This design comes from an exercise in tuning for small area, a short achievable clock period and few clock cycles per item on the open sky130 flow, not from production work. The RTL was checked by simulation tests, not by an equivalence proof against the original design.

## flow/design.v (module list and top-level ports; edited modules follow where they fit)
// module dot_s1: 1503 lines
// module dot_s2: 37 lines
// module matvec_top: 95 lines
module matvec_top (
  input  logic                 CLOCK_50,
  input  logic                 KEY,
  input  logic [9:0]           SW,
  output logic [9:0]           LEDR,
  output logic [6:0]           HEX0,
  output logic [6:0]           HEX1,
  output logic [6:0]           HEX2,
  output logic [6:0]           HEX3,
  output logic [6:0]           HEX4,
  output logic [6:0]           HEX5,
  output logic                 mem_rd,
  output logic [31:0]          mem_addr,
  input  logic                 mem_rsp_valid,
  input  logic [63:0]          mem_rsp_data
);
  // ...
==> flow/flow/run.sh <==
#!/bin/bash
# Layout flow: the standard flow, with one step added after synthesis.
# Yosys's full-adder extraction leaves an inverter between many pairs of full
# adders; fixpol.py picks each adder's polarity (a full adder is self-dual) so
# that most of them go, then a combinational equivalence check (flip-flops
# cut) must pass or the netlist is left as synthesis wrote it. Port buffers
# are plain buffers instead of the delay cells the placer picks by default.
# Each tool's output goes to a log of its own in this folder.
set -euo pipefail
W=$(pwd)
R=$W/orfs/results/$FLOW_PLATFORM/matvec_top/base
LIB=$FLOW_HOME/platforms/$FLOW_PLATFORM/lib/sky130_fd_sc_hd__tt_025C_1v80.lib
export BUFFER_PORTS_ARGS="-buffer_cell sky130_fd_sc_hd__buf_2"
# the clock tree without dummy loads
export CTS_ARGS="-sink_clustering_enable -repair_clock_nets -sink_clustering_size 18 -sink_clustering_max_diameter 80 -buf_list sky130_fd_sc_hd__clkbuf_8 -dont_use_dummy_load"

bash standard.sh synth > synth.log 2>&1

cp "$R/1_2_yosys.v" "$W/synth_netlist.v"
if python3 flow/fixpol.py "$W/synth_netlist.v" "$W/fixpol_netlist.v" > fixpol.log 2>&1; then
  mkdir -p "$W/cec"
  python3 flow/cutflops.py "$W/synth_netlist.v" "$W/cec/a.v" >> fixpol.log 2>&1
  python3 flow/cutflops.py "$W/fixpol_netlist.v" "$W/cec/b.v" >> fixpol.log 2>&1
  for x in a b; do
    yosys -q -p "read_liberty -ignore_miss_func $LIB; read_verilog $W/cec/$x.v; hierarchy -top $FLOW_TOP; flatten; techmap; opt_clean; setundef -zero; write_blif $W/cec/$x.blif" > "cec_yosys_$x.log" 2>&1
  done
  yosys-abc -c "cec $W/cec/a.blif $W/cec/b.blif" > cec.log 2>&1 || true
  if grep -q "Networks are equivalent" cec.log; then
    cp "$W/fixpol_netlist.v" "$R/1_2_yosys.v"
    echo "fixpol netlist used" >> fixpol.log
  else
    echo "equivalence not shown: synthesis netlist kept" >> fixpol.log
  fi
fi

bash standard.sh do-1_synth > synth_odb.log 2>&1
bash standard.sh finish > layout.log 2>&1
==> flow/flow/cutflops.py <==
#!/usr/bin/env python3
"""Turn a flat sky130hd netlist combinational: every flip-flop's outputs become
inputs and its inputs become outputs (named after the flop). usage: cutflops.py IN OUT"""
import re, sys
src = open(sys.argv[1]).read()
FF = re.compile(r'sky130_fd_sc_hd__(e?dfx|dfr|dfs|dfbb|sdf|edfx|dlx)\w*')
newports, newdecl, out = [], [], []
def san(n):
    return re.sub(r'[^A-Za-z0-9_]', '_', n)
def repl(m):
    typ, name, pins = m.group(1), m.group(2), m.group(3)
    if not FF.match(typ):
        return m.group(0)
    s = []
    for p, n in re.findall(r'\.(\w+)\(\s*((?:\\\S+\s)|[^()]*?)\s*\)', pins):
        n = n.strip()
        if n == '':
            continue
        pn = 'ff_' + san(name) + '_' + p
        if p in ('Q', 'Q_N'):
            newports.append(pn); newdecl.append(f'  input {pn};')
            s.append(f'  assign {n}{" " if n.startswith(chr(92)) else ""} = {pn};')
        elif p != 'CLK':
            newports.append(pn); newdecl.append(f'  output {pn};')
            s.append(f'  assign {pn} = {n}{" " if n.startswith(chr(92)) else ""};')
    return '\n'.join(s) + '\n'
body = re.sub(r'^\s*(sky130_fd_sc_hd__\w+)\s+(\S+)\s*\((.*?)\);\s*$', repl, src, flags=re.S | re.M)
body = re.sub(r'module (\w+)\((.*?)\);', lambda m: f'module {m.group(1)}({m.group(2)}, {", ".join(newports)});\n' + '\n'.join(newdecl), body, count=1, flags=re.S)
open(sys.argv[2], 'w').write(body)
==> flow/flow/fixpol.py <==
#!/usr/bin/env python3
"""Re-choose the polarity of full adders in a flat Yosys netlist of sky130hd cells.

A full adder is self-dual: FA(~a, ~b, ~c) = (~cout, ~sum). Yosys's full-adder
extraction leaves many inverters between adders; this picks for every fa cell
whether it works on true or complemented signals (and every and2/nand2 whether
it drives its true or complemented output) so that as few inverters as
possible are needed, then writes the netlist back with only those inverters.
Flip-flops, ports and all other cells keep their signals unchanged.

usage: fixpol.py IN.v OUT.v
"""
import re, sys, random

src = open(sys.argv[1]).read()
m = re.search(r'^module .*?;\n', src, re.S | re.M)
head_end = m.end()
endm = src.rindex('endmodule')
body = src[head_end:endm]

# statements of the body
stmts = [s.strip() for s in re.split(r';\s*\n', body) if s.strip()]
decls, insts = [], []
for s in stmts:
    if re.match(r'(input|output|wire|inout)\b', s):
        decls.append(s)
    elif s.startswith('assign'):
        sys.exit('assign statements not handled')
    else:
        mm = re.match(r'(\S+)\s+(\S+)\s*\((.*)\)\s*$', s, re.S)
        if not mm:
            sys.exit('cannot parse: ' + s[:200])
        typ, name, pins = mm.groups()
        pm = {}
        for p, n in re.findall(r'\.(\w+)\(\s*((?:\\\S+\s)|[^()]*?)\s*\)', pins):
            pm[p] = n.strip()
        insts.append([typ, name, pm])

ports = set()
for d in decls:
    if re.match(r'(input|output|inout)\b', d):
        nm = d.split()[-1]
        ports.add(nm)
def is_port(net):
    base = re.sub(r'\[\d+\]$', '', net)
    return base in ports or net in ports

OUTS = {'X', 'Y', 'Q', 'Q_N', 'SUM', 'COUT', 'HI', 'LO'}
def cell(t):
    return t.replace('sky130_fd_sc_hd__', '')

driver, loads = {}, {}
for i, (typ, name, pm) in enumerate(insts):
    for p, n in pm.items():
        if p in OUTS:
            driver[n] = (i, p)
        else:
            loads.setdefault(n, []).append((i, p))

def is_inv(i):
    return cell(insts[i][0]).startswith('inv_')

# root of a net through inverter chains: (root net, parity)
def root(n):
    k = 0
    seen = 0
    while n in driver and is_inv(driver[n][0]) and not is_port(n):
        i = driver[n][0]
        n = insts[i][2]['A']
        k ^= 1
        seen += 1
        if seen > 100:
            break
    return n, k

FLIP_GATES = {'and2_1': 'nand2_1', 'nand2_1': 'and2_1'}
OUTPIN = {'and2_1': 'X', 'nand2_1': 'Y'}
AREA = {'and2_1': 6.256, 'nand2_1': 3.7536}
INV = 3.7536

# managed inverters: those whose output is not a port
inv_removed = set(i for i, (t, n, pm) in enumerate(insts)
                  if cell(t).startswith('inv_') and not is_port(pm['Y']))

# consumers: for each root net, list of (inst, pin, parity) for non-removed-inverter loads
cons = {}
def collect(n, k, r):
    for (i, p) in loads.get(n, []):
        if i in inv_removed:
            collect(insts[i][2]['Y'], k ^ 1, r)
        else:
            cons.setdefault(r, []).append((i, p, k))
roots = set()
for n in list(driver.keys()) + [x for x in loads if x not in driver]:
    r, k = root(n)
    if k == 0 and n == r:
        roots.add(r)
for r in roots:
    collect(r, 0, r)

# flippable objects
fa = [i for i, (t, n, pm) in enumerate(insts) if cell(t).startswith('fa_')]
gates = [i for i, (t, n, pm) in enumerate(insts) if cell(t) in FLIP_GATES and not is_port(pm[OUTPIN[cell(t)]])]
flip = {i: 0 for i in fa + gates}

def prod(r):
    if r in driver:
        i, p = driver[r]
        if i in flip:
            return flip[i]
    return 0

def need(i, k):
    return k ^ flip.get(i, 0) if cell(insts[i][0]).startswith('fa_') else k

def cost_root(r):
    pr = prod(r)
    c = 0.0
    if any(need(i, k) != pr for (i, p, k) in cons.get(r, [])):
        c += INV
    if r in driver and driver[r][0] in flip and driver[r][0] in gates:
        t = cell(insts[driver[r][0]][0])
        c += AREA[FLIP_GATES[t]] if flip[driver[r][0]] else AREA[t]
    return c

# roots each object touches
touch = {}
for i in flip:
    rs = set()
    for p, n in insts[i][2].items():
        rs.add(root(n)[0])
    touch[i] = rs

def local_search(seed):
    rnd = random.Random(seed)
    order = list(flip)
    total = sum(cost_root(r) for r in roots)
    for it in range(100):
        rnd.shuffle(order)
        improved = False
        for i in order:
            before = sum(cost_root(r) for r in touch[i])
            flip[i] ^= 1
            after = sum(cost_root(r) for r in touch[i])
            if after < before - 1e-9:
                total += after - before
                improved = True
            else:
                flip[i] ^= 1
        if not improved:
            break
    return total

import math
MOVES = int(sys.argv[3]) if len(sys.argv) > 3 else 200000
def anneal(seed, init, moves=MOVES, t0=3.0, t1=0.02):
    rnd = random.Random(seed)
    for i in flip:
        flip[i] = init(i, rnd)
    objs = list(flip)
    total = sum(cost_root(r) for r in roots)
    best, best_flip = total, dict(flip)
    for m in range(moves):
        temp = t0 * (t1 / t0) ** (m / moves)
        i = objs[rnd.randrange(len(objs))]
        before = sum(cost_root(r) for r in touch[i])
        flip[i] ^= 1
        after = sum(cost_root(r) for r in touch[i])
        d = after - before
        if d <= 0 or rnd.random() < math.exp(-d / temp):
            total += d
            if total < best - 1e-9:
                best, best_flip = total, dict(flip)
        else:
            flip[i] ^= 1
    flip.update(best_flip)
    return local_search(seed)

start = sum(cost_root(r) for r in roots)
best, best_flip = None, None
inits = [lambda i, r: 0, lambda i, r: 1, lambda i, r: r.randint(0, 1)]
for trial, init in enumerate(inits):
    t = anneal(trial, init)
    if best is None or t < best - 1e-9:
        best, best_flip = t, dict(flip)
flip.update(best_flip)
total = best

# rebuild
newnet = {}
extra_insts, extra_wires = [], []
cnt = [0]
def net_for(r, pol):
    """net carrying root r xor pol"""
    pr = prod(r)
    if pol == pr:
        return r
    if r not in newnet:
        cnt[0] += 1
        nn = f'_fixpol_n{cnt[0]}_'
        extra_wires.append(nn)
        extra_insts.append(['sky130_fd_sc_hd__inv_1', f'_fixpol_i{cnt[0]}_', {'A': r, 'Y': nn}])
        newnet[r] = nn
    return newnet[r]

for r in roots:
    for (i, p, k) in cons.get(r, []):
        insts[i][2][p] = net_for(r, need(i, k))
for i in gates:
    if flip[i]:
        t = cell(insts[i][0])
        pm = insts[i][2]
        out = pm.pop(OUTPIN[t])
        nt = FLIP_GATES[t]
        pm[OUTPIN[nt]] = out
        insts[i][0] = 'sky130_fd_sc_hd__' + nt

out = [src[:head_end]]
for d in decls:
    out.append('  ' + d + ' ;\n')
for w in extra_wires:
    out.append(f'  wire {w};\n')
def fmt(t, n, pm):
    s = f'  {t} {n} (\n'
    s += ',\n'.join(f'    .{p}({v}{" " if v.startswith(chr(92)) else ""})' for p, v in pm.items())
    return s + '\n  );\n'
for i, (t, n, pm) in enumerate(insts):
    if i in inv_removed:
        continue
    out.append(fmt(t, n, pm))
for t, n, pm in extra_insts:
    out.append(fmt(t, n, pm))
out.append('endmodule\n')
open(sys.argv[2], 'w').write(''.join(out))
ninv_before = sum(1 for t, n, pm in insts if cell(t).startswith('inv_'))
print(f'fixpol: {len(fa)} fa, {len(gates)} and2/nand2, {len(inv_removed)} inverters removed, '
      f'{len(extra_insts)} added, {sum(flip[i] for i in fa)} fa and {sum(flip[i] for i in gates)} gates flipped; '
      f'cost {start:.1f} -> {total:.1f}')
==> flow/standard.sh <==
#!/bin/bash
# synth_recipe.tcl (not shown) runs the flow's synth.tcl, then flattens the netlist and writes it again
# the make line also repeats each setting of config.mk as NAME=value (left out here)
make -C /OpenROAD-flow-scripts/flow DESIGN_CONFIG=/design/flow/config.mk WORK_HOME=/design/flow/orfs CLKGATE_MAP_FILE= SYNTH_SCRIPT=/design/flow/synth_recipe.tcl "${@:-finish}"
==> flow/config.mk <==
export PLATFORM = sky130hd
export DESIGN_NAME = matvec_top
export DESIGN_NICKNAME = matvec_top
export VERILOG_FILES = /design/flow/design.v
export SDC_FILE = /design/flow/constraint.sdc
export NUM_CORES = 4
export LEC_CHECK = 0
export CAP_MARGIN = 20
export CORE_MARGIN = 2
export CORE_UTILIZATION = 40
export CTS_BUF_LIST = sky130_fd_sc_hd__clkbuf_8
export CTS_CLUSTER_DIAMETER = 80
export CTS_CLUSTER_SIZE = 18
export SETUP_SLACK_MARGIN = 3.5
export SLEW_MARGIN = 20
==> flow/constraint.sdc <==
create_clock -name core_clock -period 10.0 [get_ports {CLOCK_50}]
set_input_delay 2.0000 -clock core_clock [delete_from_list [all_inputs] [get_ports {CLOCK_50}]]
set_output_delay 2.0000 -clock core_clock [all_outputs]
set_load 0.01 [all_outputs]
==> flow_summary.yaml, run 1 <==
clock_tree:
  clock_sinks: 266
  cts_made_buffers: 22
  h-tree-depth: 1
  cts_tree: "done"
  cts_root_buf: "clkbuf_8"
  cts_setup_buffers: 4
detailed_routing:
  dr.pass1.iters: 6
  wl_met1_um: 25800
  via_count: 14300
  final_antenna_net_count: 0
  wire_per_inst_um: 23.7
setup_path:
  r2r-start: "b_q[5]"
  cp_slowest_stage_delay_ns: 0.40
  startpoint_type: "input pin"
  end_kind: "output pin"
timing:
  fin_setup_tns_ns: 0
  max_freq_ghz: 0.156
  timing.final.ws_setup_ns: 3.60
floorplanning:
  die-height_um: 243
  die_area_um2: 59100
run_status:
  outcome: "complete, no violations"
grt:
  met3_usage_pct: 3.37
  grt_use_met2_pct: 36.6
  antenna_found_initial: 0
finish:
  fin_nets: 2486
  largest_cell_class: "multi-input combinational cells"
  final-clk-cell-share_pct: 1.22
  n_clock_buffer: 22
  buffers: 141
  area_delta_synth_final_pct: 8.15
  regArea_um2: 7540
  multi_input_area_share_pct: 59.9
  top_regs: "y_q x152, b_q x64, s1_q x40"
  inverters: 66
place:
  gp_congestion: 0.914
  place_ws_ns: 2.93
min_path:
  hp-class: "reg -> reg"
Testbench counts, summed over its fixed seeds: cycles 6,535, items 256.
==> run 2, diff against run 1 <==
--- a/flow/config.mk
+++ b/flow/config.mk
@@ -11,5 +11,5 @@
 export CTS_BUF_LIST = sky130_fd_sc_hd__clkbuf_8
 export CTS_CLUSTER_DIAMETER = 80
 export CTS_CLUSTER_SIZE = 18
-export SETUP_SLACK_MARGIN = 3.5
+export SETUP_SLACK_MARGIN = 4.0
 export SLEW_MARGIN = 20
==> run 2 against run 1 <==
Net effect: still clean on timing, DRC and antenna; routed wire length increased by 3.6%; count of clock-buffer cells in the layout down 1; core utilization grew 2.1 points; final cell count rose by 2.5%; first-iteration DRC count up 0.70%; critical endpoint is now HEX1[6].
==> flow_summary.yaml, run 2 <==
grt:
  antenna_found_initial: 1
  grtUsageTotal_pct: 22.0
  overflow: 0
  first_global_vias: 15800
  grt_pass1_wl_um: 97100
  grt_max_degree: 65
finish:
  final_cell_mix: "nand2_1, fa_1, edfxtp_1"
  drive_gt1_share_pct: 18.2
  final_common_cell: "nand2_1"
  regMostFlops: "y_q"
  fin_nets: 2551
  fill_cells: 5060
  area_delta_synth_final_pct: 13.4
  top_regs: "y_q x152, b_q x64, s1_q x40"
  largest_reg_flops: 152
clock_tree:
  cts_made_buffers: 21
  cts_root_buf: "clkbuf_8"
  clk_pin_slew_worst_paths_ns: 0.11
  h-tree-depth: 1
  cts_tree: "done"
  ctsHoldBuffers: 0
  clock_sinks: 266
  clk_latency_ns: 0.62
  clockBufferDepth: 3
timing:
  max_freq_ghz: 0.161
  fin_skew_ns: 0.0833
  min_period_over_period_pct: 62.2
  fin_setup_tns_ns: 0
  relSlewSlack_pct: 35.2
  report.final.slew_viol_count: 0
  final_hold_viol_count: 0
  setup_viol: 0
  rsz0062_at_grt: "true"
  worst_pin_slew_ns: 0.973
  min_period_ns: 6.22
place:
  gp_congestion: 0.910
  io_buffers: 118
  hpwl_um: 50700
floorplanning:
  rows: 87
  die_area_um2: 59100
  chipWidth_um: 243
  die-height_um: 243
  initial_core_util_pct: 40.5
  core_um2: 56500
  ios: 162
detailed_routing:
  final_antenna_net_count: 0
  via_count: 14700
  drc: 0
  post_drt_via_cell_ratio: 5.43
  wire_per_inst_um: 23.9
  dr.pass1.iters: 6
  wl_um: 64800
  drt_iter0_markers: 1149
min_path:
  hp-class: "reg -> reg"
setup_path:
  cp_slowest_stage_delay_ns: 0.35
  worstPathCellList: "buf_12, buf_12, mux2_2, a22oi_2, a21oi_2, a221oi_4, inv_2, ha_4, mux2_2, a221o_1, buf_2"
  crit_fanout: 6
  arrival_ns: 4.22
  ff2ff_setup_slack_ns: 5.12
  criticalPathCategory: "in -> out"
  end_kind: "output pin"
  critPathSlowestCell: "mux2_2"
  startpoint_type: "input pin"
  cp.required_ns: 8.00
run_status:
  outcome: "complete, no violations"
synth:
  syn_area_um2: 22900
  postSynthAreaPerCell_um2: 13.0
  postSynthCellCount: 1756
  yosysWarnings: 1
flow_run:
  cap_violations: 0
## run 2: timing repair
item                                   CTS  global route
endpoints found under the hold margin    0             0
pin swaps                               19            26
cloned                                   5             4
setup endpoints to repair               35            35
buffers inserted                        38            29
resized for setup                       70            70
## run 2: final timing paths
path / startpoint / end / depth (start not counted)
setup / recovery: SW[2] / HEX1[6] / 11
hold / removal: cnt[2] / tag_q[2] / 0
setup reg to reg: b_q[8] / s1_q[8] / 10
hold reg to reg: cnt[2] / tag_q[2] / 0
max in group asynchronous: KEY / cnt[3] / 1
min in group asynchronous: KEY / cnt[0] / 1
## run 2: metrics by stage
stage                     cell area [µm²]  instances  hold slack [ns]  setup WS (ns)  util [%]
after floorplan                     23100       1791            0.476           3.98         -
after global placement              24300       2608            0.476           2.87      43.0
after detailed placement            24300       2608            0.474           2.77      43.0
after CTS                           25300       2672            0.483           3.78      44.8
after global routing                25900       2705            0.494           3.72      45.9
final                               25900       2706            0.467           3.78      45.9
## run 2: final cells by class
class                           instances  area, µm²  share of cell area [%]
Timing Repair Buffer                  206       1610                    6.21
Antenna cell                            1       2.50                 0.00965
Tap cell                              756        946                    3.65
Clock buffer                           21        289                    1.11
Multi-Input combinational cell       1390      15300                    59.0
Sequential cell                       266       7540                    29.1
Inverter                               66        254                   0.979
## run 2: critical path, delay by kind of cell
kind                       cells  cell delay, ns
AOI/OAI and AO/OA              4            0.88
adders and majority gates      1            0.20
buffers and inverters          4            0.52
muxes                          2            0.61
## run 2: metal layers
metal | share of wire (%) | GRT usage, %
met1 | 39 | 28.8
met2 | 49 | 37.6
met3 | 8.7 | 4.58
met4 | 2.5 | 5.00
met5 | 0 | 0
==> run 3, diff against run 2 <==
==> flow/flow/run.sh (replaced) <==
#!/bin/bash
# Layout flow: the standard flow, with two steps added after synthesis.
# 1. Yosys's full-adder extraction leaves an inverter between many pairs of
#    full adders; fixpol.py picks each adder's polarity (a full adder is
#    self-dual) so that most of them go.
# 2. The display logic (fan-in of the HEX ports back to the flip-flops) is
#    mapped again by ABC on its own.
# A combinational equivalence check (flip-flops cut) against synthesis's own
# netlist must pass, or the netlist is left as synthesis wrote it. Flip-flops
# are not touched. Port buffers are plain buffers instead of the delay cells
# the placer picks by default, and the clock tree has no dummy loads.
# Each tool's output goes to a log of its own in this folder.
set -euo pipefail
W=$(pwd)
R=$W/orfs/results/$FLOW_PLATFORM/matvec_top/base
LIB=$FLOW_HOME/platforms/$FLOW_PLATFORM/lib/sky130_fd_sc_hd__tt_025C_1v80.lib
export BUFFER_PORTS_ARGS="-buffer_cell sky130_fd_sc_hd__buf_2"
# the clock tree without dummy loads
export CTS_ARGS="-sink_clustering_enable -repair_clock_nets -sink_clustering_size 18 -sink_clustering_max_diameter 80 -buf_list sky130_fd_sc_hd__clkbuf_8 -dont_use_dummy_load"

bash standard.sh synth > synth.log 2>&1

cp "$R/1_2_yosys.v" "$W/synth_netlist.v"
cp "$W/synth_netlist.v" "$W/new_netlist.v"
python3 flow/fixpol.py "$W/synth_netlist.v" "$W/fixpol_netlist.v" > fixpol.log 2>&1 && cp "$W/fixpol_netlist.v" "$W/new_netlist.v"

# the display logic (the fan-in of the HEX ports back to the flip-flops) mapped again by ABC
python3 flow/cone.py "$W/new_netlist.v" HEX > resyn_cells.txt 2> resyn.log || true
if [[ -s resyn_cells.txt ]]; then
  SEL=$(sed 's/^/c:/' resyn_cells.txt | tr '\n' ' ')
  # the platform's don't-use cells (all lpflow and probe cells) stay out
  DU=$(grep -o 'cell *( *"*sky130_fd_sc_hd__\(lpflow\|probe\)[a-z0-9_]*' "$LIB" | sed 's/.*sky130/sky130/' | sort -u | sed 's/^/-dont_use /' | tr '\n' ' ')
  cat > resyn.ys <<EOS
read_liberty -ignore_miss_func $LIB
read_verilog $W/new_netlist.v
hierarchy -top $FLOW_TOP
cd $FLOW_TOP
setattr -set keep_hierarchy 1 t:*
setattr -unset keep_hierarchy $SEL
cd ..
flatten
delete t:\$scopeinfo
opt_clean -purge
abc  -liberty $LIB $DU -D 800
opt_clean -purge
write_verilog -noattr -selected $W/resyn_all.v
EOS
  if yosys -q -l resyn_yosys.log resyn.ys > /dev/null 2>&1; then
    python3 -c "import re,sys; s=open(sys.argv[1]).read(); m=re.search(r'module '+sys.argv[3]+r'\(.*?endmodule\n', s, re.S); open(sys.argv[2],'w').write(m.group(0))" "$W/resyn_all.v" "$W/resyn_netlist.v" "$FLOW_TOP" >> resyn.log 2>&1 \
      && ! grep -q "lpflow\|probe" "$W/resyn_netlist.v" && cp "$W/resyn_netlist.v" "$W/new_netlist.v"
  fi
fi

# combinational equivalence with the flip-flops cut, against synthesis's own netlist
mkdir -p "$W/cec"
python3 flow/cutflops.py "$W/synth_netlist.v" "$W/cec/a.v" >> cec.log 2>&1
python3 flow/cutflops.py "$W/new_netlist.v" "$W/cec/b.v" >> cec.log 2>&1
for x in a b; do
  yosys -q -p "read_liberty -ignore_miss_func $LIB; read_verilog $W/cec/$x.v; hierarchy -top $FLOW_TOP; flatten; techmap; opt_clean; setundef -zero; write_blif $W/cec/$x.blif" > "cec_yosys_$x.log" 2>&1
done
yosys-abc -c "cec $W/cec/a.blif $W/cec/b.blif" >> cec.log 2>&1 || true
if grep -q "Networks are equivalent" cec.log; then
  cp "$W/new_netlist.v" "$R/1_2_yosys.v"
  echo "new netlist used" >> cec.log
else
  echo "equivalence not shown: synthesis netlist kept" >> cec.log
fi

bash standard.sh do-1_synth > synth_odb.log 2>&1
bash standard.sh finish > layout.log 2>&1
==> flow/flow/cone.py (new file) <==
#!/usr/bin/env python3
"""List the combinational cells in the fan-in cone of the given output ports of
a flat sky130hd netlist, stopping at flip-flops and input ports.
usage: cone.py NETLIST.v PORTPREFIX... > cells.txt"""
import re, sys
src = open(sys.argv[1]).read()
pref = sys.argv[2:]
insts = re.findall(r'^\s*(sky130_fd_sc_hd__\w+)\s+(\S+)\s*\((.*?)\);', src, re.S | re.M)
OUTS = {'X', 'Y', 'Q', 'Q_N', 'SUM', 'COUT', 'HI', 'LO'}
FF = re.compile(r'sky130_fd_sc_hd__(e?dfx|dfr|dfs|dfbb|sdf|dlx|conb)')
driver, ins = {}, {}
for t, n, body in insts:
    pins = [(p, v.strip()) for p, v in re.findall(r'\.(\w+)\(\s*((?:\\\S+\s)|[^()]*?)\s*\)', body)]
    ins[n] = (t, [v for p, v in pins if p not in OUTS])
    for p, v in pins:
        if p in OUTS:
            driver[v] = n
todo = [n for n in driver if any(n.startswith(x) for x in pref)]
seen = set()
while todo:
    net = todo.pop()
    c = driver.get(net)
    if c is None or c in seen or FF.match(ins[c][0]):
        continue
    seen.add(c)
    todo += ins[c][1]
for c in sorted(seen):
    print(c)
==> run 3 against run 2 <==
Net effect: still clean on timing, DRC and antenna; die area down 2.5%; first-iteration DRC count is 8.9% higher; register-to-register slack lost 0.05 ns; sequential cell count unchanged; synthesized cell count down 1.2%; sequential share of layout area increased by 1.2 points; design area is 3.9% lower; critical path type unchanged.
==> flow_summary.yaml, run 3 <==
timing:
  final_hold_viol_count: 0
  worst_pin_slew_ns: 0.953
  setup_viol: 0
  fin_setup_tns_ns: 0
  max_freq_ghz: 0.166
  min_period_over_period_pct: 60.1
  min_period_ns: 6.01
  report.final.slew_viol_count: 0
  rsz0062_at_grt: "true"
  relSlewSlack_pct: 36.5
  fin_skew_ns: 0.0761
finish:
  multi_input_area_um2: 14700
  regMostFlops: "y_q"
  n_antenna_cell: 0
  regArea_um2: 7540
  final_cell_mix: "nand2_1, fa_1, edfxtp_1"
  fin_nets: 2502
  final_common_cell: "nand2_1"
  fill_cells: 4984
  top_regs: "y_q x152, b_q x64, s1_q x40"
  final_core_util_pct: 45.2
  largest_reg_flops: 152
  area_delta_synth_final_pct: 11.8
  drive_gt1_share_pct: 13.6
setup_path:
  arrival_ns: 4.01
  critPathBufInv: 5
  end_kind: "output pin"
  crit_fanout: 11
  worstPathCellList: "buf_16, buf_12, clkbuf_4, mux4_2, mux2i_4, inv_4, or3_1, a41o_1, buf_2"
  cp-startpoint: "SW[1]"
  startpoint_type: "input pin"
  cp_top_family: "multiplexers"
  r2r-start: "b_q[21]"
  criticalPathCategory: "in -> out"
  cp.required_ns: 8.00
  cp_slowest_stage_delay_ns: 0.53
  critPathSlowestCell: "mux4_2"
clock_tree:
  clk_latency_ns: 0.62
  clockBufferDepth: 3
  clk_pin_slew_worst_paths_ns: 0.10
  h-tree-depth: 1
  clock_sinks: 266
  cts_tree: "done"
  cts_made_buffers: 22
  cts_root_buf: "clkbuf_8"
grt:
  met3_usage_pct: 3.98
  met1_usage_pct: 30.7
  first_global_vias: 15500
  antenna_found_initial: 0
  overflow: 0
  busiest_layer: "met2"
  grt_use_met2_pct: 38.4
  grt_max_degree: 65
  grtUsageTotal_pct: 22.6
  grt_pass1_wl_um: 96400
detailed_routing:
  wl_um: 64700
  final_antenna_net_count: 0
  drc: 0
  dr.pass1.iters: 5
  post_drt_via_cell_ratio: 5.43
  wire_per_inst_um: 24.2
  via_count: 14500
  drt_iter0_markers: 1251
synth:
  yosysWarnings: 1
  syn_area_um2: 22300
  postSynthCellCount: 1735
  postSynthAreaPerCell_um2: 12.8
min_path:
  hp-class: "reg -> reg"
  min_from: "cnt[1]"
flow_run:
  cap_violations: 0
floorplanning:
  rows: 86
  ios: 162
  initial_core_util_pct: 40.5
  die-height_um: 240
  core_um2: 55100
  die_area_um2: 57600
  chipWidth_um: 240
run_status:
  outcome: "complete, no violations"
place:
  gp_congestion: 0.948
  hpwl_um: 51000
  io_buffers: 118
==> run 3: through the flow <==
stage,instance area [µm²],hold WS (ns),worst slack [ns],std cells
floorplan,22400,0.476,4.03,1770
global placement,23800,0.467,2.53,2611
detailed placement,23800,0.480,2.43,2611
CTS,24500,0.505,4.00,2646
global route,24900,0.522,3.89,2673
finish,24900,0.500,3.99,2673
==> run 3: path summary, 6_finish.rpt <==
path	to	cells past startpoint	slack [ns]
hold reg to reg	tag_q[1]	0	0.50
setup reg to reg	s1_q[24]	10	5.07
hold / removal	tag_q[1]	0	0.50
setup / recovery	HEX3[5]	9	3.99
max in group asynchronous	tag_q[1]	1	8.57
min in group asynchronous	tag_q[0]	1	1.23
==> run 3: layout make-up <==
| class | count | area share (%) |
|---|---|---|
| inverter | 58 | 0.884 |
| clock buffer | 22 | 1.22 |
| multi-input combinational | 1407 | 58.9 |
| timing repair buffer | 172 | 5.02 |
| tap | 748 | 3.76 |
| sequential | 266 | 30.3 |
==> run 3: worst reg2reg max path, delay by kind of cell, from the launching register on <==
family	cells	cell delay (ns)
buffers and inverters	1	0.04
adders and majority gates	8	3.94
DFF	1	0.67
and+or+nand+nor	1	0.17
==> run 3: metal layers <==
layer / share of wire (%) / wire, µm
met3: 7.4 / 4810
met2: 49 / 31800
met5: 0 / 0
met1: 41 / 26700
met4: 2.2 / 1410
==> run 3: repair_timing <==
item                       in CTS  in global routing
setup buffers                  11                 22
resized for setup              48                 42
cloned                          2                  5
setup endpoints to repair      35                 34
pin swaps                       7                 19
hold buffers                    0                  0
==> run 4, diff against run 3 <==
--- a/flow/config.mk
+++ b/flow/config.mk
@@ -11,5 +11,5 @@
 export CTS_BUF_LIST = sky130_fd_sc_hd__clkbuf_8
 export CTS_CLUSTER_DIAMETER = 80
 export CTS_CLUSTER_SIZE = 18
-export SETUP_SLACK_MARGIN = 4.0
+export SETUP_SLACK_MARGIN = 4.5
 export SLEW_MARGIN = 20
==> run 4 against run 3 <==
Net effect: global-route usage rose by 1.2 points; worst hold slack improved by 0.0043 ns; setup slack improved by 0.16 ns; largest cell class unchanged; highest routed layer is now met5.
==> flow_summary.yaml, run 4 <==
run_status:
  outcome: "complete, no violations"
clock_tree:
  clockBufferDepth: 3
  ctsHoldBuffers: 0
  cts_tree: "done"
  h-tree-depth: 1
  cts_made_buffers: 21
  clock_sinks: 266
  cts_root_buf: "clkbuf_8"
  clk_latency_ns: 0.62
  clk_pin_slew_worst_paths_ns: 0.11
setup_path:
  arrival_ns: 3.85
  crit_path_frequent_cell: "buf_12"
  cp_top_family: "compound AO/OA/AOI/OAI gates"
  cp_slowest_stage_delay_ns: 0.35
  startpoint_type: "input pin"
  critPathSlowestCell: "a31oi_4"
  worstPathCellList: "buf_12, buf_12, nor2b_4, a222oi_1, a31oi_4, buf_6, nor2_4, or3_4, o211ai_1, buf_2"
  criticalPathCategory: "in -> out"
  critPathBufInv: 4
  crit_fanout: 6
  cp.required_ns: 8.00
  end_kind: "output pin"
detailed_routing:
  via_count: 14800
  drc: 0
  dr.pass1.iters: 5
  wire_per_inst_um: 24.8
  post_drt_via_cell_ratio: 5.47
  final_antenna_net_count: 0
  drt_iter0_markers: 1256
  wl_um: 67300
min_path:
  hp-class: "reg -> reg"
floorplanning:
  rows: 86
  die-height_um: 240
  core_um2: 55100
  die_area_um2: 57600
  initial_core_util_pct: 40.5
  chipWidth_um: 240
  ios: 162
timing:
  setup_viol: 0
  worst_pin_slew_ns: 0.949
  max_freq_ghz: 0.171
  fin_setup_tns_ns: 0
  final_hold_viol_count: 0
  whs_ns: 0.504
  relSlewSlack_pct: 36.7
  min_period_over_period_pct: 58.5
  min_period_ns: 5.85
  report.final.slew_viol_count: 0
  rsz0062_at_grt: "true"
  fin_skew_ns: 0.0502
place:
  hpwl_um: 51000
  gp_congestion: 0.937
  io_buffers: 118
  placedCellCount: 2609
finish:
  area_delta_synth_final_pct: 19.5
  regMostFlops: "y_q"
  fill_cells: 4808
  fin_nets: 2539
  drive_gt1_share_pct: 28.4
  top_regs: "y_q x152, b_q x64, s1_q x40"
  fin_cells: 2711
  largest_reg_flops: 152
  final_cell_mix: "nand2_1, fa_1, edfxtp_1"
  final_common_cell: "nand2_1"
grt:
  grtUsageTotal_pct: 23.9
  grt_max_degree: 65
  overflow: 0
  first_global_vias: 16200
  grt_pass1_wl_um: 99400
  antenna_found_initial: 1
synth:
  postSynthAreaPerCell_um2: 12.8
  syn_area_um2: 22300
  yosysWarnings: 1
  postSynthCellCount: 1735
flow_run:
  cap_violations: 0
==> run 4: path summary, 6_finish.rpt <==
kind                                from  endpoint  slack (ns)  cells past startpoint
worst max-delay path               SW[3]   HEX0[4]        4.15                     10
worst min-delay path              cnt[1]  tag_q[1]        0.50                      0
worst max register to register  s1_q[12]  y_q[149]        5.11                     11
worst min register to register    cnt[1]  tag_q[1]        0.50                      0
max in group asynchronous            KEY  tag_q[2]        8.56                      1
min in group asynchronous            KEY    cnt[1]        1.24                      1
==> run 4: metrics by stage <==
step	util, %	area, µm²	setup slack (ns)
floorplan	-	22900	4.20
global placement	44.0	24200	2.92
detailed placement	44.0	24200	2.89
CTS	47.0	25900	4.18
global route	48.4	26600	4.08
finish	48.4	26600	4.15
==> run 4: repair_timing <==
action | CTS | global route
setup endpoints to repair | 38 | 39
cloned | 14 | 4
buffers inserted | 44 | 18
resized for setup | 191 | 164
pin swaps | 46 | 92
==> run 4: area by class of cell <==
class	instances	area (µm²)	share of cell area (%)
clock buffers	21	289	1.08
repair buffers	208	2090	7.83
multi-input cells	1409	15600	58.4
well taps	748	936	3.51
inverters	58	233	0.874
diodes	1	2.50	0.00939
flip-flops and latches	266	7540	28.3
==> run 4: routing by layer <==
layer  global-route usage (%)  part of all wire [%]
met1                     28.1                    36
met5                     1.13                  0.13
met2                     42.1                    51
met4                     13.6                   7.0
met3                     2.95                   6.5
==> run 5, diff against run 4 <==
--- a/flow/flow/run.sh
+++ b/flow/flow/run.sh
@@ -41,7 +41,7 @@
 flatten
 delete t:\$scopeinfo
 opt_clean -purge
-abc  -liberty $LIB $DU -D 800
+abc -script $FLOW_HOME/scripts/abc_speed.script -liberty $LIB $DU -D 800
 opt_clean -purge
 write_verilog -noattr -selected $W/resyn_all.v
 EOS
--- a/flow/config.mk
+++ b/flow/config.mk
@@ -11,5 +11,5 @@
 export CTS_BUF_LIST = sky130_fd_sc_hd__clkbuf_8
 export CTS_CLUSTER_DIAMETER = 80
 export CTS_CLUSTER_SIZE = 18
-export SETUP_SLACK_MARGIN = 4.5
+export SETUP_SLACK_MARGIN = 4.0
 export SLEW_MARGIN = 20
==> run 5 against run 4 <==
Net effect: non-clock buffer count down 64; critical path depth down 1; register-to-register slack better by 0.02 ns.
==> flow_summary.yaml, run 5 <==
run_status:
  outcome: "complete, no violations"
flow_run:
  cap_violations: 0
setup_path:
  end_kind: "output pin"
  critPathSlowestCell: "mux2_1"
  worstPathCellList: "buf_6, buf_12, mux2_1, a221oi_2, a2bb2oi_2, nand3_1, o21a_1, o221ai_1, buf_2"
  crit_fanout: 7
  cp.required_ns: 8.00
  ff2ff_setup_slack_ns: 5.13
  criticalPathCategory: "in -> out"
  reg2reg_depth: 10
  r2r-end: "s1_q[24]"
  cp_slowest_stage_delay_ns: 0.35
  arrival_ns: 3.91
  r2r-start: "b_q[21]"
  startpoint_type: "input pin"
floorplanning:
  ios: 162
  chipWidth_um: 242
  die-height_um: 242
  core_um2: 56100
  die_area_um2: 58300
  initial_core_util_pct: 40.2
  rows: 87
clock_tree:
  clk_latency_ns: 0.62
  clk_pin_slew_worst_paths_ns: 0.11
  clock_sinks: 266
  cts_tree: "done"
  cts_root_buf: "clkbuf_8"
  clockBufferDepth: 3
  ctsHoldBuffers: 0
  h-tree-depth: 1
  cts_made_buffers: 22
grt:
  antenna_found_initial: 0
  grt_pass1_wl_um: 94800
  overflow: 0
  grtUsageTotal_pct: 21.7
  grt_max_degree: 65
  first_global_vias: 15400
timing:
  fin_setup_tns_ns: 0
  setup_viol: 0
  relSlewSlack_pct: 36.3
  rsz0062_at_grt: "true"
  fin_skew_ns: 0.0595
  report.final.slew_viol_count: 0
  min_period_over_period_pct: 59.1
  final_hold_viol_count: 0
  min_period_ns: 5.91
  max_freq_ghz: 0.169
  worst_pin_slew_ns: 0.956
place:
  gp_congestion: 0.913
  hpwl_um: 50500
  io_buffers: 118
synth:
  postSynthAreaPerCell_um2: 13.2
  postSynthCellCount: 1712
  syn_area_um2: 22600
  yosysWarnings: 1
min_path:
  hp-class: "reg -> reg"
  min_from: "cnt[1]"
  hold_path_depth: 0
  hold-path-endpoint: "tag_q[1]"
finish:
  final_common_cell: "nand2_1"
  fill_cells: 5105
  largest_reg_flops: 152
  drive_gt1_share_pct: 13.5
  area_delta_synth_final_pct: 9.16
  fin_nets: 2438
  regMostFlops: "y_q"
  n_antenna_cell: 0
  final_cell_mix: "nand2_1, fa_1, edfxtp_1"
  top_regs: "y_q x152, b_q x64, s1_q x40"
detailed_routing:
  via_count: 14200
  dr.pass1.iters: 5
  drc: 0
  final_antenna_net_count: 0
  post_drt_via_cell_ratio: 5.43
  drt_iter0_markers: 1060
  wl_um: 62200
  wire_per_inst_um: 23.8
## run 5: critical path, delay by kind of cell
kind	cells	cell delay [ns]
muxes	1	0.35
buffers and inverters	3	0.49
and+or+nand+nor	1	0.10
AOI/OAI and AO/OA	4	0.96
## run 5: repair_timing
item | 4_1_cts | 5_1_grt
setup buffers | 7 | 3
pin swaps | 3 | 2
setup endpoints to repair | 35 | 25
cloned | 3 | 1
endpoints found under the hold margin | 0 | 0
resized for setup | 21 | 19
## run 5: cell type report
class	instances	area [µm²]	share of cell area, %
Clock buffer	22	303	1.23
Inverter	56	218	0.884
Multi-Input combinational cell	1373	14700	59.7
Sequential cell	266	7540	30.6
Tap cell	756	946	3.84
Timing Repair Buffer	144	912	3.70
## run 5: worst max-delay path by stage
stage / from / end / slack (ns) / depth (start not counted)
floorplan: mem_rsp_data[9] / s1_q[8] / 4.03 / 10
global placement: SW[3] / HEX0[6] / 3.33 / 9
detailed placement: SW[2] / HEX0[1] / 3.29 / 8
CTS: SW[2] / HEX0[6] / 3.96 / 10
global route: SW[3] / HEX0[6] / 3.95 / 10
finish: SW[2] / HEX2[1] / 4.09 / 9
## run 5: metrics by stage
step	std cells	setup WS (ns)	instance area, µm²	util [%]	hold WS, ns
6_report	2617	4.09	24600	43.9	0.488
5_1_grt	2617	3.95	24600	43.9	0.517
4_1_cts	2613	3.96	24500	43.7	0.502
3_5_place_dp	2581	3.29	24000	42.8	0.475
3_3_place_gp	2581	3.33	24000	42.8	0.478
2_1_floorplan	1747	4.03	22700	-	0.476
## run 5: routing by layer
metal	global-route usage, %	routed length [µm]	vias to the layer above
met1	28.5	25000	7579
li1	-	-	5868
met4	4.60	1520	0
met5	0	0	-
met3	4.30	4820	121
met2	37.4	30900	649
==> run 6, diff against run 5 <==
--- a/flow/flow/run.sh
+++ b/flow/flow/run.sh
@@ -4,7 +4,7 @@
 #    full adders; fixpol.py picks each adder's polarity (a full adder is
 #    self-dual) so that most of them go.
 # 2. The display logic (fan-in of the HEX ports back to the flip-flops) is
-#    mapped again by ABC on its own.
+#    mapped again by ABC on its own, with ORFS's own ABC speed script.
 # A combinational equivalence check (flip-flops cut) against synthesis's own
 # netlist must pass, or the netlist is left as synthesis wrote it. Flip-flops
 # are not touched. Port buffers are plain buffers instead of the delay cells
--- a/flow/config.mk
+++ b/flow/config.mk
@@ -7,9 +7,10 @@
 export LEC_CHECK = 0
 export CAP_MARGIN = 20
 export CORE_MARGIN = 2
-export CORE_UTILIZATION = 40
+export CORE_UTILIZATION = 65
 export CTS_BUF_LIST = sky130_fd_sc_hd__clkbuf_8
 export CTS_CLUSTER_DIAMETER = 80
 export CTS_CLUSTER_SIZE = 18
+export PLACE_DENSITY = 0.75
 export SETUP_SLACK_MARGIN = 4.0
 export SLEW_MARGIN = 20
==> run 6 against run 5 <==
Net effect: register-to-register slack worse by 0.02 ns; first-iteration DRC count is 22% higher; global-route usage is 13 points higher; setup slack worse by 0.13 ns; design area is 1.3% lower; synthesized cell count stayed put; routed wire length is 4.8% lower; clock skew is 0.012 ns higher; critical path type unchanged; critical path depth is 1 lower; die area is 38% lower; highest routed layer unchanged.
==> flow_summary.yaml, run 6 <==
clock_tree:
  h-tree-depth: 1
  clk_pin_slew_worst_paths_ns: 0.11
  clockBufferDepth: 3
  clock_sinks: 266
  clk_latency_ns: 0.57
  cts_root_buf: "clkbuf_8"
  cts_tree: "done"
  cts_made_buffers: 21
grt:
  met1_usage_pct: 45.1
  grt_max_degree: 65
  busiest_layer: "met2"
  antenna_found_initial: 0
  first_global_vias: 15600
  overflow: 0
  grt_use_met2_pct: 59.0
  grtUsageTotal_pct: 34.6
  met3_usage_pct: 6.83
  grt_pass1_wl_um: 91100
detailed_routing:
  drc: 0
  final_antenna_net_count: 0
  drt_iter0_markers: 1292
  dr.pass1.iters: 6
  wire_per_inst_um: 25.5
  post_drt_via_cell_ratio: 6.27
  wl_um: 59200
  via_count: 14500
finish:
  design_area_um2: 24300
  regMostFlops: "y_q"
  drive_gt1_share_pct: 13.7
  largest_reg_flops: 152
  top_regs: "y_q x152, b_q x64, s1_q x40"
  fin_nets: 2443
  final_cell_mix: "nand2_1, fa_1, edfxtp_1"
  area_delta_synth_final_pct: 7.74
  n_antenna_cell: 0
  final_core_util_pct: 70.7
  final_common_cell: "nand2_1"
setup_path:
  criticalPathCategory: "in -> out"
  startpoint_type: "input pin"
  crit_fanout: 9
  end_kind: "output pin"
  cp.required_ns: 8.00
  arrival_ns: 4.04
place:
  hpwl_um: 47100
  place_ws_ns: 3.24
  dpl_cell_area_um2: 23600
  io_buffers: 118
  gp_congestion: 1.04
timing:
  rsz0062_at_grt: "true"
  fin_skew_ns: 0.0712
  final_hold_viol_count: 0
  worst_pin_slew_ns: 0.932
  max_freq_ghz: 0.166
  report.final.slew_viol_count: 0
  min_period_ns: 6.04
  min_period_over_period_pct: 60.4
  setup_viol: 0
  timing.final.ws_setup_ns: 3.96
  fin_setup_tns_ns: 0
  relSlewSlack_pct: 37.8
flow_run:
  cap_violations: 0
floorplanning:
  die-height_um: 190
  ios: 162
  initial_core_util_pct: 65.6
  core_um2: 34400
  rows: 68
  chipWidth_um: 190
  die_area_um2: 36200
run_status:
  outcome: "complete, no violations"
synth:
  syn_area_um2: 22600
  postSynthAreaPerCell_um2: 13.2
  postSynthCellCount: 1712
  yosysWarnings: 1
min_path:
  hp-class: "reg -> reg"
run 6: path summary, 6_finish.rpt:
kind / start / endpoint / slack (ns) / cells after the start
min in group asynchronous: KEY / cnt[1] / 1.27 / 1
worst min register to register: cnt[1] / tag_q[1] / 0.48 / 0
worst max register to register: b_q[50] / s1_q[24] / 5.11 / 10
worst max-delay path: SW[3] / HEX1[5] / 3.96 / 8
max in group asynchronous: KEY / cnt[2] / 8.53 / 1
worst min-delay path: cnt[1] / tag_q[1] / 0.48 / 0
run 6: critical path, cell delays in order:
cell      delay, ns
buf_2          0.16
buf_12         0.16
mux4_2         0.50
mux2_4         0.33
or2_4          0.25
a21boi_1       0.14
o221ai_2       0.29
buf_2          0.20
run 6: metrics by stage:
| stage | hold slack (ns) | instances |
|---|---|---|
| finish | 0.480 | 2321 |
| global route | 0.497 | 2321 |
| CTS | 0.477 | 2311 |
| detailed placement | 0.452 | 2280 |
| global placement | 0.448 | 2280 |
| floorplan | 0.476 | 1747 |
run 6: cell type report:
class                      count  area [µm²]
fill                        2402       10100
inverter                      56         218
sequential                   266        7540
timing repair buffer         150         978
tap                          455         569
clock buffer                  21         289
multi-input combinational   1373       14700
run 6: what timing repair did:
action,4_1_cts,5_1_grt
resized for setup,17,18
hold buffers,0,0
pin swaps,1,4
gates cloned,4,1
endpoints found under the setup margin,35,21
buffers inserted,6,9
run 6: routing by layer:
| layer | part of all wire [%] | vias up |
|---|---|---|
| li1 | - | 5871 |
| met2 | 50 | 919 |
| met1 | 37 | 7558 |
| met3 | 9.1 | 194 |
| met4 | 3.8 | 0 |
| met5 | 0 | - |
==> run 7, diff against run 6 <==
--- a/flow/config.mk
+++ b/flow/config.mk
@@ -7,10 +7,9 @@
 export LEC_CHECK = 0
 export CAP_MARGIN = 20
 export CORE_MARGIN = 2
-export CORE_UTILIZATION = 65
+export CORE_UTILIZATION = 40
 export CTS_BUF_LIST = sky130_fd_sc_hd__clkbuf_8
 export CTS_CLUSTER_DIAMETER = 80
 export CTS_CLUSTER_SIZE = 18
-export PLACE_DENSITY = 0.75
-export SETUP_SLACK_MARGIN = 4.0
+export SETUP_SLACK_MARGIN = 3.75
 export SLEW_MARGIN = 20
==> run 7 against run 6 <==
Net effect: sequential share of layout area down 0.068 points; critical endpoint is now HEX0[4]; clock skew increased by 0.0043 ns; via count down 3.9%; worst hold slack lost 0.046 ns; first-iteration DRC count decreased by 21%; routed wire length up 2.7%.
==> flow_summary.yaml, run 7 <==
synth:
  postSynthAreaPerCell_um2: 13.2
  yosysWarnings: 1
  syn_area_um2: 22600
  postSynthCellCount: 1712
floorplanning:
  die_area_um2: 58300
  core_um2: 56100
  rows: 87
  die-height_um: 242
  chipWidth_um: 242
  ios: 162
  initial_core_util_pct: 40.2
timing:
  fin_skew_ns: 0.0755
  min_period_over_period_pct: 61.5
  report.final.slew_viol_count: 0
  timing.final.ws_setup_ns: 3.85
  max_freq_ghz: 0.163
  min_period_ns: 6.15
  setup_viol: 0
  fin_setup_tns_ns: 0
  worst_pin_slew_ns: 0.948
  rsz0062_at_grt: "true"
  relSlewSlack_pct: 36.8
  whs_ns: 0.434
  final_hold_viol_count: 0
setup_path:
  startpoint_type: "input pin"
  critPathBufInv: 3
  end_kind: "output pin"
  crit_fanout: 49
  cp_top_family: "multiplexers"
  cp.depth: 8
  cp-startpoint: "SW[2]"
  criticalPathCategory: "in -> out"
  cp_slowest_stage_delay_ns: 0.57
  worstPathCellList: "buf_2, buf_12, mux4_2, mux2i_2, nor2_1, nor2_1, o221ai_1, buf_2"
  cp.required_ns: 8.00
  reg2reg_depth: 10
  ff2ff_setup_slack_ns: 5.12
  critPathSlowestCell: "mux4_2"
  r2r-start: "b_q[3]"
  arrival_ns: 4.15
  r2r-end: "s1_q[8]"
detailed_routing:
  wire_per_inst_um: 23.3
  drc: 0
  final_antenna_net_count: 0
  via_count: 14000
  wl_um: 60800
  dr.pass1.iters: 5
  post_drt_via_cell_ratio: 5.37
  drt_iter0_markers: 1016
grt:
  first_global_vias: 15300
  overflow: 0
  grt_pass1_wl_um: 94000
  grt_max_degree: 65
  grtUsageTotal_pct: 21.3
  antenna_found_initial: 0
flow_run:
  cap_violations: 0
min_path:
  hp-class: "reg -> reg"
  hold_path_depth: 0
  hold-path-endpoint: "tag_q[1]"
  min_from: "cnt[1]"
finish:
  largest_reg_flops: 152
  final_cell_mix: "nand2_1, fa_1, edfxtp_1"
  fin_nets: 2426
  top_regs: "y_q x152, b_q x64, s1_q x40"
  drive_gt1_share_pct: 12.3
  final_common_cell: "nand2_1"
  regMostFlops: "y_q"
  n_antenna_cell: 0
  final_core_util_pct: 43.5
  design_area_um2: 24400
  area_delta_synth_final_pct: 7.97
  fin_cells: 2605
clock_tree:
  ctsHoldBuffers: 0
  cts_made_buffers: 22
  clk_latency_ns: 0.61
  cts_tree: "done"
  h-tree-depth: 1
  clock_sinks: 266
  cts_root_buf: "clkbuf_8"
  clockBufferDepth: 3
  clk_pin_slew_worst_paths_ns: 0.11
place:
  placedCellCount: 2580
  place_ws_ns: 3.28
  hpwl_um: 49900
  gp_congestion: 0.917
  io_buffers: 118
  dpl_cell_area_um2: 24000
run_status:
  outcome: "complete, no violations"
==> run 7: routing by layer <==
| metal | global-route usage, % | vias to the layer above | routed length (µm) |
|---|---|---|---|
| met5 | 0 | - | 0 |
| met4 | 5.08 | 0 | 1510 |
| met3 | 3.32 | 102 | 4230 |
| met2 | 36.0 | 584 | 29700 |
| met1 | 29.0 | 7462 | 25400 |
| li1 | - | 5831 | - |
==> run 7: how the worst max path moves through the flow <==
stage                     slack (ns)       to
final                           3.85  HEX0[4]
after floorplan                 4.03  s1_q[8]
after global routing            3.68  HEX3[3]
after detailed placement        3.28  HEX0[4]
after CTS                       3.76  HEX3[3]
after global placement          3.30  HEX3[3]
==> run 7: repair_timing <==
item / CTS / global route
pin swaps: 0 / 1
gates cloned: 0 / 0
resized for setup: 7 / 4
endpoints found under the setup margin: 33 / 18
buffers inserted: 0 / 3
==> run 7: area by class of cell <==
type / count / area, µm²
multi-input cells: 1373 / 14600
well taps: 756 / 946
inverters: 56 / 218
repair buffers: 132 / 721
flip-flops and latches: 266 / 7540
clock buffers: 22 / 303
fillers: 5180 / 31700
==> run 7: worst register-to-register path: stages, from the launching register on <==
cell      delay [ns]
edfxtp_1        0.59
nand2_1         0.14
fa_1            0.61
fa_1            0.49
fa_1            0.49
fa_1            0.57
fa_1            0.44
fa_1            0.41
fa_1            0.43
fa_1            0.55
inv_1           0.04
==> run 8, diff against run 7 <==
--- a/flow/config.mk
+++ b/flow/config.mk
@@ -11,5 +11,5 @@
 export CTS_BUF_LIST = sky130_fd_sc_hd__clkbuf_8
 export CTS_CLUSTER_DIAMETER = 80
 export CTS_CLUSTER_SIZE = 18
-export SETUP_SLACK_MARGIN = 3.75
+export SETUP_SLACK_MARGIN = 4.25
 export SLEW_MARGIN = 20
==> run 8 against run 7 <==
Net effect: design area increased by 5.7%; core utilization increased by 2.5 points; register-to-register slack improved by 0.14 ns; critical endpoint is now HEX1[5]; still clean.
==> flow_summary.yaml, run 8 <==
run_status:
  outcome: "complete, no violations"
detailed_routing:
  post_drt_via_cell_ratio: 5.43
  drt_iter0_markers: 1064
  wl_um: 64600
  final_antenna_net_count: 0
  dr.pass1.iters: 6
  wl_met2_um: 32400
  top_layer: "met5"
  wl_met1_um: 26500
  wire_per_inst_um: 24.3
  wl_met3_um: 4470
  drc: 0
  via_count: 14400
setup_path:
  criticalPathCategory: "in -> out"
  critPathSlowestCell: "mux4_2"
  startpoint_type: "input pin"
  end_kind: "output pin"
  cp-startpoint: "SW[3]"
  cp_slowest_stage_delay_ns: 0.50
  crit_path_frequent_cell: "buf_12"
  arrival_ns: 3.82
  r2r-start: "s1_q[12]"
  cp.required_ns: 8.00
  worstPathCellList: "buf_12, buf_12, mux4_2, mux2_4, or2_4, a21boi_2, o221ai_2, buf_2"
  crit_fanout: 8
timing:
  final_hold_viol_count: 0
  setup_viol: 0
  fin_setup_tns_ns: 0
  whs_ns: 0.448
  min_period_over_period_pct: 58.2
  report.final.slew_viol_count: 0
  max_freq_ghz: 0.172
  min_period_ns: 5.82
  rsz0062_at_grt: "true"
  worst_pin_slew_ns: 0.973
  relSlewSlack_pct: 35.1
  fin_skew_ns: 0.0665
finish:
  fin_nets: 2480
  final_common_cell: "nand2_1"
  area_delta_synth_final_pct: 14.1
  n_antenna_cell: 0
  largest_reg_flops: 152
  design_area_um2: 25700
  fin_cells: 2659
  final_cell_mix: "nand2_1, fa_1, edfxtp_1"
  top_regs: "y_q x152, b_q x64, s1_q x40"
  fill_cells: 4997
  regMostFlops: "y_q"
  multi_input_area_um2: 15200
  drive_gt1_share_pct: 23.0
  regArea_um2: 7540
min_path:
  min_from: "cnt[1]"
  hp-class: "reg -> reg"
grt:
  antenna_found_initial: 1
  overflow: 0
  grt_max_degree: 65
  first_global_vias: 15700
  grt_pass1_wl_um: 97200
  grtUsageTotal_pct: 22.2
floorplanning:
  core_um2: 56100
  die-height_um: 242
  initial_core_util_pct: 40.2
  ios: 162
  rows: 87
  die_area_um2: 58300
  chipWidth_um: 242
clock_tree:
  clk_pin_slew_worst_paths_ns: 0.11
  clockBufferDepth: 3
  clock_sinks: 266
  h-tree-depth: 1
  cts_root_buf: "clkbuf_8"
  cts_tree: "done"
  clk_latency_ns: 0.58
  cts_made_buffers: 21
synth:
  yosysWarnings: 1
  syn_area_um2: 22600
  postSynthAreaPerCell_um2: 13.2
  postSynthCellCount: 1712
place:
  placedCellCount: 2581
  io_buffers: 118
  gp_congestion: 0.912
  dpl_cell_area_um2: 24200
  hpwl_um: 51400
flow_run:
  cap_violations: 0
[run 8: final timing paths]
| path | to | slack, ns | cells after the start |
|---|---|---|---|
| max reg2reg | y_q[112] | 5.26 | 12 |
| max in group asynchronous | cnt[1] | 8.49 | 1 |
| max | HEX1[5] | 4.18 | 8 |
| min in group asynchronous | tag_q[0] | 1.27 | 1 |
| min reg2reg | tag_q[1] | 0.45 | 0 |
| min | tag_q[1] | 0.45 | 0 |
[run 8: layer usage]
layer  track usage, %  vias up
li1                 -     5950
met1             29.8     7743
met2             38.6      629
met3             3.49      106
met4             4.07        2
met5                0        -
[run 8: critical path: cells and delay by family]
kind / cells / cell delay (ns)
mux: 2 / 0.84
buf+inv: 3 / 0.41
compound gates: 2 / 0.31
simple gates: 1 / 0.26
[run 8: final cells by class]
type	count	area share (%)
flip-flops and latches	266	29.3
clock buffers	21	1.12
repair buffers	187	5.93
inverters	56	0.846
well taps	756	3.67
multi-input cells	1373	59.1
[run 8: per-stage QoR]
stage	setup WS [ns]	utilization, %
2_1_floorplan	4.20	-
6_report	4.18	45.9
3_5_place_dp	3.26	43.1
4_1_cts	4.17	44.9
3_3_place_gp	3.30	43.1
5_1_grt	4.12	45.9
[run 8: timing repair]
item | CTS | global route
cloned | 6 | 1
setup buffers | 32 | 18
gates resized for setup | 72 | 129
pin swaps | 17 | 50
hold buffers | 0 | 0
endpoints found under the setup margin | 37 | 40
==> run 9, diff against run 8 <==
--- a/flow/config.mk
+++ b/flow/config.mk
@@ -11,5 +11,5 @@
 export CTS_BUF_LIST = sky130_fd_sc_hd__clkbuf_8
 export CTS_CLUSTER_DIAMETER = 80
 export CTS_CLUSTER_SIZE = 18
-export SETUP_SLACK_MARGIN = 4.25
+export SETUP_SLACK_MARGIN = 4.0
 export SLEW_MARGIN = 20
==> run 9 against run 8 <==
Net effect: still clean on timing, DRC and antenna; count of clock-buffer cells in the layout increased by 1; clock skew increased by 0.0044 ns; synthesized cell count did not move; final cell count down 1.8%; global-route usage fell by 0.84 points; design area decreased by 4.5%; worst hold slack gained 0.0054 ns; fmax fell by 1.6%; routed wire length shrank 4.1%; register-to-register slack got worse by 0.12 ns; highest routed layer is now met4.
==> flow_summary.yaml, run 9 <==
place:
  io_buffers: 118
  hpwl_um: 50500
  gp_congestion: 0.913
finish:
  largest_reg_flops: 152
  n_antenna_cell: 0
  top_regs: "y_q x152, b_q x64, s1_q x40"
  drive_gt1_share_pct: 13.0
  fill_cells: 5107
  final_cell_mix: "nand2_1, fa_1, edfxtp_1"
  fin_nets: 2432
  final_common_cell: "nand2_1"
  area_delta_synth_final_pct: 8.96
  regMostFlops: "y_q"
  multi_input_area_um2: 14700
  regArea_um2: 7540
setup_path:
  reg2reg_depth: 10
  ff2ff_setup_slack_ns: 5.14
  r2r-end: "s1_q[8]"
  criticalPathCategory: "in -> out"
  cp.required_ns: 8.00
  r2r-start: "b_q[1]"
  startpoint_type: "input pin"
  crit_fanout: 19
  end_kind: "output pin"
  arrival_ns: 3.92
grt:
  antenna_found_initial: 0
  first_global_vias: 15300
  grt_max_degree: 65
  grtUsageTotal_pct: 21.3
  grt_pass1_wl_um: 93900
  overflow: 0
detailed_routing:
  drc: 0
  via_count: 14200
  dr.pass1.iters: 5
  final_antenna_net_count: 0
  wl_um: 61900
  drt_iter0_markers: 1103
  wire_per_inst_um: 23.7
  post_drt_via_cell_ratio: 5.44
timing:
  setup_viol: 0
  final_hold_viol_count: 0
  fin_skew_ns: 0.0708
  max_freq_ghz: 0.169
  min_period_ns: 5.92
  fin_setup_tns_ns: 0
  rsz0062_at_grt: "true"
  relSlewSlack_pct: 35.3
  worst_pin_slew_ns: 0.971
  min_period_over_period_pct: 59.2
  report.final.slew_viol_count: 0
min_path:
  min_from: "cnt[1]"
  hp-class: "reg -> reg"
  hold-path-endpoint: "tag_q[1]"
  hold_path_depth: 0
run_status:
  outcome: "complete, no violations"
floorplanning:
  core_um2: 56100
  die_area_um2: 58300
  rows: 87
  die-height_um: 242
  initial_core_util_pct: 40.2
  chipWidth_um: 242
  ios: 162
clock_tree:
  h-tree-depth: 1
  cts_made_buffers: 22
  clock_sinks: 266
  clk_latency_ns: 0.61
  clk_pin_slew_worst_paths_ns: 0.08
  cts_tree: "done"
  cts_root_buf: "clkbuf_8"
  clockBufferDepth: 3
flow_run:
  cap_violations: 0
synth:
  postSynthAreaPerCell_um2: 13.2
  yosysWarnings: 1
  postSynthCellCount: 1712
  syn_area_um2: 22600
## run 9: worst max-delay path: stages
cell and delay [ns]:
buf_12 0.14, bufbuf_16 0.31, nor2_1 0.34, a31oi_1 0.17
nand2_1 0.20, nor2_1 0.10, a2111oi_1 0.43, a21oi_1 0.07
buf_2 0.15
## run 9: area by class of cell
cell class	count	area share, %
multi-input cells	1373	59.8
well taps	756	3.85
repair buffers	138	3.60
inverters	56	0.885
clock buffers	22	1.23
flip-flops and latches	266	30.7
## run 9: what timing repair did
item / CTS / global route
resized for setup: 18 / 21
gates cloned: 1 / 2
pin swaps: 2 / 4
hold buffers: 0 / 0
buffers inserted: 2 / 3
endpoints found under the hold margin: 0 / 0
setup endpoints to repair: 35 / 28
## run 9: metrics by stage
step	hold WS (ns)	utilization [%]	worst slack, ns	std cells	instance area (µm²)
after detailed placement	0.475	42.8	3.32	2581	24000
after CTS	0.460	43.6	3.97	2606	24400
after floorplan	0.476	-	4.03	1747	22700
final	0.454	43.9	4.08	2611	24600
after global placement	0.466	42.8	3.35	2581	24000
after global routing	0.485	43.9	3.94	2611	24600
## run 9: metal layers
| layer | share of wire, % | wire, µm | global-route usage (%) | vias up |
|---|---|---|---|---|
| li1 | - | - | - | 5852 |
| met1 | 41 | 25100 | 28.7 | 7586 |
| met2 | 50 | 30900 | 37.1 | 654 |
| met3 | 7.4 | 4590 | 2.93 | 105 |
| met4 | 2.2 | 1360 | 4.40 | 0 |
| met5 | 0 | 0 | 0 | - |
## run 9: worst max-delay path by stage
stage                     from       to  slack, ns  cells past startpoint
2_1_floorplan  mem_rsp_data[9]  s1_q[8]       4.03                     10
4_1_cts                  SW[2]  HEX0[3]       3.97                      9
3_3_place_gp             SW[3]  HEX3[3]       3.35                      9
5_1_grt                  SW[2]  HEX3[3]       3.94                      8
3_5_place_dp             SW[3]  HEX3[3]       3.32                      9
6_report                 SW[2]  HEX3[3]       4.08                      9

## separate check: timing with driven ports
Ports are ideal in the flow. The routed layouts listed here were re-timed in OpenROAD. Step 1 sets driving cells, clkbuf_16 on the clock port and buf_2 on the other inputs (assumed; they add their load-dependent delay and slew). Step 2 adds t to the input delays and takes it off the output delays; t is the mean of the earliest and latest rising clock arrival at the registers after step 1. Input paths then give back, and output paths get back, about the clock's delay inside the block. Three values: no drivers, after step 1, after step 2; two values: the first two.
| run | shift t [ns] | setup slack, ns | worst setup path at the end | pins driven straight from the clock port |
|---|---|---|---|---|
| run 1 | 0.635 | 3.604 / 3.578 / 3.480 | input to register | 1 |
| run 2 | 0.633 | 3.785 / 3.708 / 3.520 | input to register | 1 |
| run 3 | 0.630 | 3.991 / 3.832 / 3.486 | input to register | 1 |
| run 4 | 0.649 | 4.146 / 3.956 / 3.819 | input to register | 1 |
| run 5 | 0.637 | 4.092 / 4.050 / 3.510 | input to register | 1 |
| run 6 | 0.585 | 3.958 / 3.935 / 3.514 | input to register | 1 |
| run 7 | 0.635 | 3.854 / 3.825 / 3.477 | input to register | 1 |
| run 8 | 0.603 | 4.175 / 4.016 / 3.726 | input to register | 1 |
| run 9 | 0.627 | 4.078 / 4.028 / 3.521 | input to register | 1 |
After both steps setup and hold are still met in every run listed. For run 5, which loses most, drivers alone change the setup slack by -0.042 ns; drivers and shift together by -0.582 ns.
